Background: an optimization exercise with open tools, aiming at small area and a short achievable clock period. Do not read the settings as production practice. Only the layout flow was run in this run; the RTL was not checked for function there. Power figures rest on the tool's default switching activity, not on a simulated workload.

==> design.v <==
package rvSlicePkg;
    typedef struct packed {
        logic [6:0]             funct7;
        logic [5-1:0] rs2;
        logic [5-1:0] rs1;
        logic [2:0]             funct3;
        logic [5-1:0] rd;
        logic [6:0]             opcode;
    } rTypeFieldsT;
    typedef struct packed {
        logic [11:0]            imm;
        logic [5-1:0] rs1;
        logic [2:0]             funct3;
        logic [5-1:0] rd;
        logic [6:0]             opcode;
    } iTypeFieldsT;
    typedef struct packed {
        logic [19:0]            imm;
        logic [5-1:0] rd;
        logic [6:0]             opcode;
    } uTypeFieldsT;
    typedef union packed {
        rTypeFieldsT      r;
        iTypeFieldsT      i;
        uTypeFieldsT      u;
        logic [32-1:0] raw;
    } instrWordU;
    typedef enum logic [3:0] {
        ALU_ADD,
        ALU_SUB,
        ALU_AND,
        ALU_OR,
        ALU_XOR,
        ALU_SLT,
        ALU_SLL,
        ALU_SRL,
        ALU_PASSB
    } aluOpT;
endpackage
`timescale 1ns/10ps
import rvSlicePkg::*;
module rvDecode (
    input  logic                   clk,
    input  logic                   reset,
    input  logic                   instrValid_i,
    input  logic [32-1:0]       instr_i,
    input  logic                   wbValid_i,
    input  logic [5-1:0] wbRd_i,
    input  logic [32-1:0]       wbData_i,
    output logic                   decValid_o,
    output logic [5-1:0] decRd_o,
    output logic [5-1:0] decRs1_o,
    output logic [5-1:0] decRs2_o,
    output logic [32-1:0]       decOpA_o,
    output logic [32-1:0]       decOpB_o,
    output logic [32-1:0]       decImm_o,
    output logic                   decUseImm_o,
    output rvSlicePkg::aluOpT                  decAluOp_o,
    output logic                   decWrites_o
);
    rvSlicePkg::instrWordU        instrW;
    logic [32-1:0] regFile [32];
    logic [32-1:0] rs1Data;
    logic [32-1:0] rs2Data;
    logic [32-1:0] imm;
    logic             useImm;
    logic             isSupported;
    rvSlicePkg::aluOpT            aluOp;
    assign instrW = instr_i;
    assign rs1Data = (wbValid_i && wbRd_i == instrW.r.rs1) ? wbData_i : regFile[instrW.r.rs1];
    assign rs2Data = (wbValid_i && wbRd_i == instrW.r.rs2) ? wbData_i : regFile[instrW.r.rs2];
    always_ff @(posedge clk) begin
        if (reset) begin
            for (int i = 0; i < 32; i++) begin
                regFile[i] <= '0;
            end
        end else if (wbValid_i) begin
            regFile[wbRd_i] <= wbData_i;
        end
    end
    always_comb begin
        aluOp       = ALU_ADD;
        useImm      = 1'b0;
        isSupported = 1'b0;
        imm         = {{(32-12){instrW.i.imm[11]}}, instrW.i.imm};
        case (instrW.r.opcode)
            7'b0110011: begin
                isSupported = 1'b1;
                case (instrW.r.funct3)
                    3'b000: aluOp = (instrW.r.funct7[5] == 1'b1) ? ALU_SUB : ALU_ADD;
                    3'b001: aluOp = ALU_SLL;
                    3'b010: aluOp = ALU_SLT;
                    3'b100: aluOp = ALU_XOR;
                    3'b110:  aluOp = ALU_OR;
                    3'b111: aluOp = ALU_AND;
                    3'b101: begin
                        aluOp = ALU_SRL;
                        isSupported = (instrW.r.funct7[5] != 1'b1);
                    end
                    default: isSupported = 1'b0;
                endcase
            end
            7'b0010011: begin
                isSupported = 1'b1;
                useImm      = 1'b1;
                case (instrW.i.funct3)
                    3'b000: aluOp = ALU_ADD;
                    3'b010: aluOp = ALU_SLT;
                    3'b100: aluOp = ALU_XOR;
                    3'b110:  aluOp = ALU_OR;
                    3'b111: aluOp = ALU_AND;
                    default: isSupported = 1'b0;
                endcase
            end
            7'b0110111: begin
                isSupported = 1'b1;
                useImm      = 1'b1;
                aluOp       = ALU_PASSB;
                imm         = {instrW.u.imm, {(32-20){1'b0}}};
            end
            default: isSupported = 1'b0;
        endcase
    end
    always_ff @(posedge clk) begin
        if (reset) begin
            decValid_o  <= 1'b0;
            decWrites_o <= 1'b0;
        end else begin
            decValid_o  <= instrValid_i && isSupported;
            decWrites_o <= instrValid_i && isSupported && (instrW.r.rd != '0);
        end
    end
    always_ff @(posedge clk) begin
        decRd_o     <= instrW.r.rd;
        decRs1_o    <= instrW.r.rs1;
        decRs2_o    <= instrW.r.rs2;
        decOpA_o    <= rs1Data;
        decOpB_o    <= rs2Data;
        decImm_o    <= imm;
        decUseImm_o <= useImm;
        decAluOp_o  <= aluOp;
    end
endmodule
`timescale 1ns/10ps
import rvSlicePkg::*;
module rvExecute (
    input  logic                   clk,
    input  logic                   reset,
    input  logic                   decValid_i,
    input  logic [5-1:0] decRd_i,
    input  logic [5-1:0] decRs1_i,
    input  logic [5-1:0] decRs2_i,
    input  logic [32-1:0]       decOpA_i,
    input  logic [32-1:0]       decOpB_i,
    input  logic [32-1:0]       decImm_i,
    input  logic                   decUseImm_i,
    input  rvSlicePkg::aluOpT                  decAluOp_i,
    input  logic                   decWrites_i,
    input  logic                   wbValid_i,
    input  logic [5-1:0] wbRd_i,
    input  logic [32-1:0]       wbData_i,
    output logic                   exValid_o,
    output logic [5-1:0] exRd_o,
    output logic [32-1:0]       exResult_o,
    output logic                   exWrites_o
);
    logic             exLive;
    logic [32-1:0] srcA;
    logic [32-1:0] regB;
    logic [32-1:0] srcB;
    logic [32-1:0] aluResult;
    logic [4:0]       shamt;
    assign exLive = exValid_o && exWrites_o;
    always_comb begin
        if (exLive && exRd_o == decRs1_i) begin
            srcA = exResult_o;
        end else if (wbValid_i && wbRd_i == decRs1_i) begin
            srcA = wbData_i;
        end else begin
            srcA = decOpA_i;
        end
        if (exLive && exRd_o == decRs2_i) begin
            regB = exResult_o;
        end else if (wbValid_i && wbRd_i == decRs2_i) begin
            regB = wbData_i;
        end else begin
            regB = decOpB_i;
        end
    end
    assign srcB  = decUseImm_i ? decImm_i : regB;
    assign shamt = srcB[4:0];
    always_comb begin
        case (decAluOp_i)
            ALU_ADD:   aluResult = srcA + srcB;
            ALU_SUB:   aluResult = srcA - srcB;
            ALU_AND:   aluResult = srcA & srcB;
            ALU_OR:    aluResult = srcA | srcB;
            ALU_XOR:   aluResult = srcA ^ srcB;
            ALU_SLT:   aluResult = {{(32-1){1'b0}}, $signed(srcA) < $signed(srcB)};
            ALU_SLL:   aluResult = srcA << shamt;
            ALU_SRL:   aluResult = srcA >> shamt;
            ALU_PASSB: aluResult = srcB;
            default:   aluResult = '0;
        endcase
    end
    always_ff @(posedge clk) begin
        if (reset) begin
            exValid_o  <= 1'b0;
            exWrites_o <= 1'b0;
        end else begin
            exValid_o  <= decValid_i;
            exWrites_o <= decWrites_i;
        end
    end
    always_ff @(posedge clk) begin
        exRd_o     <= decRd_i;
        exResult_o <= aluResult;
    end
endmodule
`timescale 1ns/10ps
module rvResult (
    input  logic                   clk,
    input  logic                   reset,
    input  logic                   exValid_i,
    input  logic [5-1:0] exRd_i,
    input  logic [32-1:0]       exResult_i,
    input  logic                   exWrites_i,
    output logic                   wbValid_o,
    output logic [5-1:0] wbRd_o,
    output logic [32-1:0]       wbData_o
);
    logic wbEnable;
    assign wbEnable = exValid_i && exWrites_i;
    always_ff @(posedge clk) begin
        if (reset) begin
            wbValid_o <= 1'b0;
        end else begin
            wbValid_o <= wbEnable;
        end
    end
    always_ff @(posedge clk) begin
        if (wbEnable) begin
            wbRd_o   <= exRd_i;
            wbData_o <= exResult_i;
        end
    end
endmodule
`timescale 1ns/10ps
import rvSlicePkg::*;
module rvSliceTop (
    input  logic                   clk,
    input  logic                   reset,
    input  logic                   instrValid_i,
    input  logic [32-1:0]       instr_i,
    output logic                   wbValid_o,
    output logic [5-1:0] wbRd_o,
    output logic [32-1:0]       wbData_o
);
    logic                   decValid;
    logic [5-1:0] decRd;
    logic [5-1:0] decRs1;
    logic [5-1:0] decRs2;
    logic [32-1:0]       decOpA;
    logic [32-1:0]       decOpB;
    logic [32-1:0]       decImm;
    logic                   decUseImm;
    rvSlicePkg::aluOpT                  decAluOp;
    logic                   decWrites;
    logic                   exValid;
    logic [5-1:0] exRd;
    logic [32-1:0]       exResult;
    logic                   exWrites;
    rvDecode decode_i (
        .clk(clk), .reset(reset),
        .instrValid_i(instrValid_i), .instr_i(instr_i),
        .wbValid_i(wbValid_o), .wbRd_i(wbRd_o), .wbData_i(wbData_o),
        .decValid_o(decValid), .decRd_o(decRd),
        .decRs1_o(decRs1), .decRs2_o(decRs2),
        .decOpA_o(decOpA), .decOpB_o(decOpB), .decImm_o(decImm),
        .decUseImm_o(decUseImm), .decAluOp_o(decAluOp), .decWrites_o(decWrites)
    );
    rvExecute execute_i (
        .clk(clk), .reset(reset),
        .decValid_i(decValid), .decRd_i(decRd),
        .decRs1_i(decRs1), .decRs2_i(decRs2),
        .decOpA_i(decOpA), .decOpB_i(decOpB), .decImm_i(decImm),
        .decUseImm_i(decUseImm), .decAluOp_i(decAluOp), .decWrites_i(decWrites),
        .wbValid_i(wbValid_o), .wbRd_i(wbRd_o), .wbData_i(wbData_o),
        .exValid_o(exValid), .exRd_o(exRd), .exResult_o(exResult), .exWrites_o(exWrites)
    );
    rvResult result_i (
        .clk(clk), .reset(reset),
        .exValid_i(exValid), .exRd_i(exRd), .exResult_i(exResult), .exWrites_i(exWrites),
        .wbValid_o(wbValid_o), .wbRd_o(wbRd_o), .wbData_o(wbData_o)
    );
endmodule
==> run.sh <==
#!/bin/bash
# synth_recipe.tcl (not shown) runs the flow's synth.tcl, then flattens the netlist and writes it again
# the make line also repeats each setting of config.mk as NAME=value (left out here)
make -C /OpenROAD-flow-scripts/flow DESIGN_CONFIG=/design/flow/config.mk WORK_HOME=/design/flow/orfs CLKGATE_MAP_FILE= SYNTH_SCRIPT=/design/flow/synth_recipe.tcl finish
==> config.mk <==
export PLATFORM = sky130hd
export DESIGN_NAME = rvSliceTop
export DESIGN_NICKNAME = rvSliceTop
export VERILOG_FILES = /design/flow/design.v
export SDC_FILE = /design/flow/constraint.sdc
export NUM_CORES = 4
export LEC_CHECK = 0
export CAP_MARGIN = 20
export CORE_MARGIN = 2
export CORE_UTILIZATION = 40
export SLEW_MARGIN = 20
==> constraint.sdc <==
create_clock -name core_clock -period 6.0 [get_ports {clk}]
set_input_delay 1.2000 -clock core_clock [delete_from_list [all_inputs] [get_ports {clk}]]
set_output_delay 1.2000 -clock core_clock [all_outputs]
set_load 0.01 [all_outputs]
==> metrics.md <==
| Metric | Value |
|---|---|
| Status | complete, no violations |
| Worst r2r dst | execute_i.exResult_o[26]$_DFF_P_ |
| Setup TNS | 0 ns |
| Placement Setup Slack | approximately 0.063 ns |
| Hold_sp | decode_i.decRd_o[0]$_DFF_P_ |
| Worst Path Buf+Inv | 3 |
| Final wirelength | around 260000 µm |
| Gr usage total | 0.289 |
| Slew Viols, Final | 0 |
| Die height | 422 µm |
| Worst r2r path cells | 18 |
| Fin. Hold Viols | 0 |
| CP Data Arrival Time | 6.37 ns |
| Die Area | roughly 0.18 mm² |
| Total Power | about 0.022 W |
| Syn_area_per_cell | between 10 and 15 µm² |
| H-tree depth | 4 |
| Die X | ~420 µm |
| HP Class | reg -> reg |
| CP required | around 6.7 ns |
| Seq/Total Area, Yosys | 0.502 |
| R2R Path Start | result_i.wbRd_o[0]$_DFFE_PP_ |
| Most common cell in the netlist | edfxtp_1 |
| Max_cap viols | 0 |
| Post-route setup slack | approximately 0.29 ns |
| Vias in the first global route | approximately 49000 |
| VDD IR-drop max | between 0.0003 and 0.0004 V |
| CTS Root Buffer Type | clkbuf_16 |
| Synthesized net count | around 5500 |
| Hpwl dp | approximately 170000 µm |
| # DRC | 0 |
| First-pass GRT wire length | ~370000 µm |
| Clock Tree Buf Depth | 3 |
| Yosys warns | 3 |
| WL per Instance | 33.7 µm |
| Crit end category | flip-flop |
| Netlist cell types | slightly below 90 |
| Num rows | about 150 |
| Synthesized area | around 0.07 mm² |
| Gp weighted congestion | ~1 |
| Finished Core Util | 0.450 |
| Power density over the cells | approximately 280 mW/mm² |
| Worst setup SP type | flip-flop |
| First-pass DRT Iterations | 9 |
| Fmax achieved | about 0.18 GHz |
| Synth top area share | 0.457 |
| I/O Pins | between 70 and 80 |
| Worst-Margin Slew | approximately 1.2 ns |
| Lkg Pwr | between 20 and 30 nW |
| Worst skew pair latency | 0.80 ns |
| Flip-flop and latch count after synthesis | about 1200 |
| Fill count | 15500 |
| Detail Route Antenna Nets | 0 |
| Num CTS Buffers | between 100 and 150 |
| Worst path max stage delay | 0.61 ns |
| Vias per inst | 6.38 |
| RSZ-0062 raised after global routing | no |
| Cell mode on critical path | buf_4 |
| Clock slew at reported path FFs | 0.06 ns |
| Critical-path top delay cell | ha_1 |
| Synth cell count leaders | edfxtp_1, and2_1, mux4_2 |
| Initial antenna violation count | 16 |
| Minimum clock period | roughly 5.7 ns |
| Post-synth EDFFs | ~1100 |
| Ys flop type | edfxtp_1 |
| Total number of vias | 49100 |
| Core Region | between 0.15 and 0.2 mm² |
| CP Cell Sequence | xor2_1 -> or4_4 -> buf_4 -> buf_4 -> o21ai_1 -> a31oi_1 -> ha_1 -> nor2_1 -> o31ai_1 -> a211oi_1 -> o211ai_1 -> nand4b_1 -> a211oi_1 -> buf_4 -> o21ai_0 -> a221o_1 -> o21ai_0 -> nand3_1 |
| Crit path kind | reg -> reg |
| IO Port Bufs | a little over 70 |
| Crit-path leading delay family | compound AO/OA/AOI/OAI gates |
| Worst Hold Depth | 0 |
| CTS Sinks | around 1200 |
| Synth-to-Final Area Change | 11.9% |
| Share of cells above drive strength 1 | 0.222 |
| CTS tree | built |
| Cell taking the most area after synthesis | edfxtp_1 |
| FF-to-FF setup slack | between 0.2 and 0.3 ns |
| Worst Skew | 0.0307 ns |
| Pin count of the biggest net entering global routing | 69 |
| Mapped Cells | 5320 |
| Crit Path Max Fanout | 14 |
| CP Launch Point | result_i.wbRd_o[0]$_DFFE_PP_ |
| Starting Density | 0.402 |
| Async S/R FF share, synth | 0 |
| Hold path endpoint | execute_i.exRd_o[0]$_DFF_P_ |
| CTS Hold Buffers Added | 0 |
| Initial drt markers | between 7000 and 8000 |
| Total global routing overflow | 0 |
| Slew headroom | 0.194 |
| Synth top area cells | edfxtp_1, mux4_2, and2_1 |
| Fin crit share | 0.951 |
| Final Setup Violations | 0 |
| Fin nets | roughly 5400 |
report_power, final:
group          total [W]  leakage (nW)  internal, W  switching (W)
sequential       0.00999          12.2      0.00964       0.000350
combinational    0.00404          13.6      0.00147        0.00257
clock            0.00818          2.07      0.00455        0.00363
total             0.0222          27.9       0.0157        0.00655
layout make-up:
class	count	area, µm²	share of cell area
Clock inverter	67	551	0.00705
Inverter	94	353	0.00452
Multi-Input combinational cell	3488	32700	0.419
Timing Repair Buffer	322	2860	0.0366
Sequential cell	1219	35000	0.448
Antenna cell	3	7.51	0.0000961
Clock buffer	181	3710	0.0475
Tap cell	2325	2910	0.0373
cells in the final DEF (no fill, tap or decap), types with 104 or more instances in the layout:
master / count
a21oi_1: 104
and2_1: 1039
dfxtp_1: 157
edfxtp_1: 1061
o21ai_0: 208
nor2_1: 169
nand2_1: 200
mux2i_1: 104
clkbuf_16: 141
mux4_2: 641
nand3_1: 167
buf_4: 232
registers in the layout, summed over array words and instances, names as in the netlist, 32 cells and up:
| register | flops |
|---|---|
| decode_i.decOpA_o | 32 |
| decode_i.regFile | 1024 |
| decode_i.decImm_o | 32 |
| result_i.wbData_o | 32 |
| decode_i.decOpB_o | 32 |
| execute_i.exResult_o | 32 |
layer usage:
layer / up-vias / part of all wire / global-route usage / routed length, µm
met2: 2970 / 0.46 / 0.453 / 119000
met3: 643 / 0.11 / 0.0750 / 28200
met4: 2 / 0.054 / 0.138 / 14000
met1: 25200 / 0.38 / 0.373 / 97700
met5: - / 0.000050 / 0 / 13
li1: 20300 / - / - / -
logic make-up after synthesis:
kind of cell / count (synthesis) / synth area share
muxes: 747 / 0.222
adders and majority gates: 99 / 0.0180
AOI/OAI and AO/OA: 746 / 0.0704
xor gates and xnor gates: 33 / 0.00425
buffers and inverters: 613 / 0.0341
DFF: 1219 / 0.502
and+or+nand+nor: 1863 / 0.149
worst max path at each step:
stage | to | slack, ns | cells past startpoint
finish | execute_i.exResult_o[26]$_DFF_P_ | 0.29 | 18
floorplan | execute_i.exResult_o[30]$_DFF_P_ | 0.37 | 21
global placement | execute_i.exResult_o[29]$_DFF_P_ | 0.16 | 17
detailed placement | execute_i.exResult_o[29]$_DFF_P_ | 0.06 | 17
global route | execute_i.exResult_o[25]$_DFF_P_ | 0.0002 | 20
CTS | execute_i.exResult_o[29]$_DFF_P_ | 0.05 | 17
timing repair:
action | 4_1_cts | 5_1_grt
setup endpoints to repair | 0 | 7
buffers inserted | 0 | 0
gates resized for setup | 0 | 2
metrics by stage:
stage                     instance area (µm²)  hold slack (ns)  instances
after detailed placement                73800            0.312       7448
after global routing                    78100            0.329       7698
after CTS                               78100            0.325       7696
after global placement                  73800            0.311       7448
after floorplan                         69800            0.310       5320
final                                   78100            0.324       7699

afterwards: timing with drivers on the ports:
How much do the figures lean on ideal ports? The routed layout below was timed once more, with nothing changed but the port constraints.
Step 1 (the two cells are an assumption about what drives the block):
set clk [get_ports {clk}]
set_driving_cell -lib_cell sky130_fd_sc_hd__clkbuf_16 $clk
set_driving_cell -lib_cell sky130_fd_sc_hd__buf_2 [delete_from_list [all_inputs] $clk]
Step 2 times the ports against the registers' clock, not the clock port: input delays grow and output delays shrink by t, the midpoint of the rising clock arrivals with the driver on.
Three values: ideal, step 1, step 2; two values: the first two.
t (ns): 0.867
slack for setup (ns): 0.291 / 0.291 / 0.291
hold slack, ns: 0.324 / 0.324 / 0.324
worst setup path at the end: register to register
slew at the worst register clock pin (ns): 0.07 / 0.07
After both steps this run still meets setup and hold. For this run, drivers alone change the setup slack by 0.000 ns; drivers and shift together by 0.000 ns.
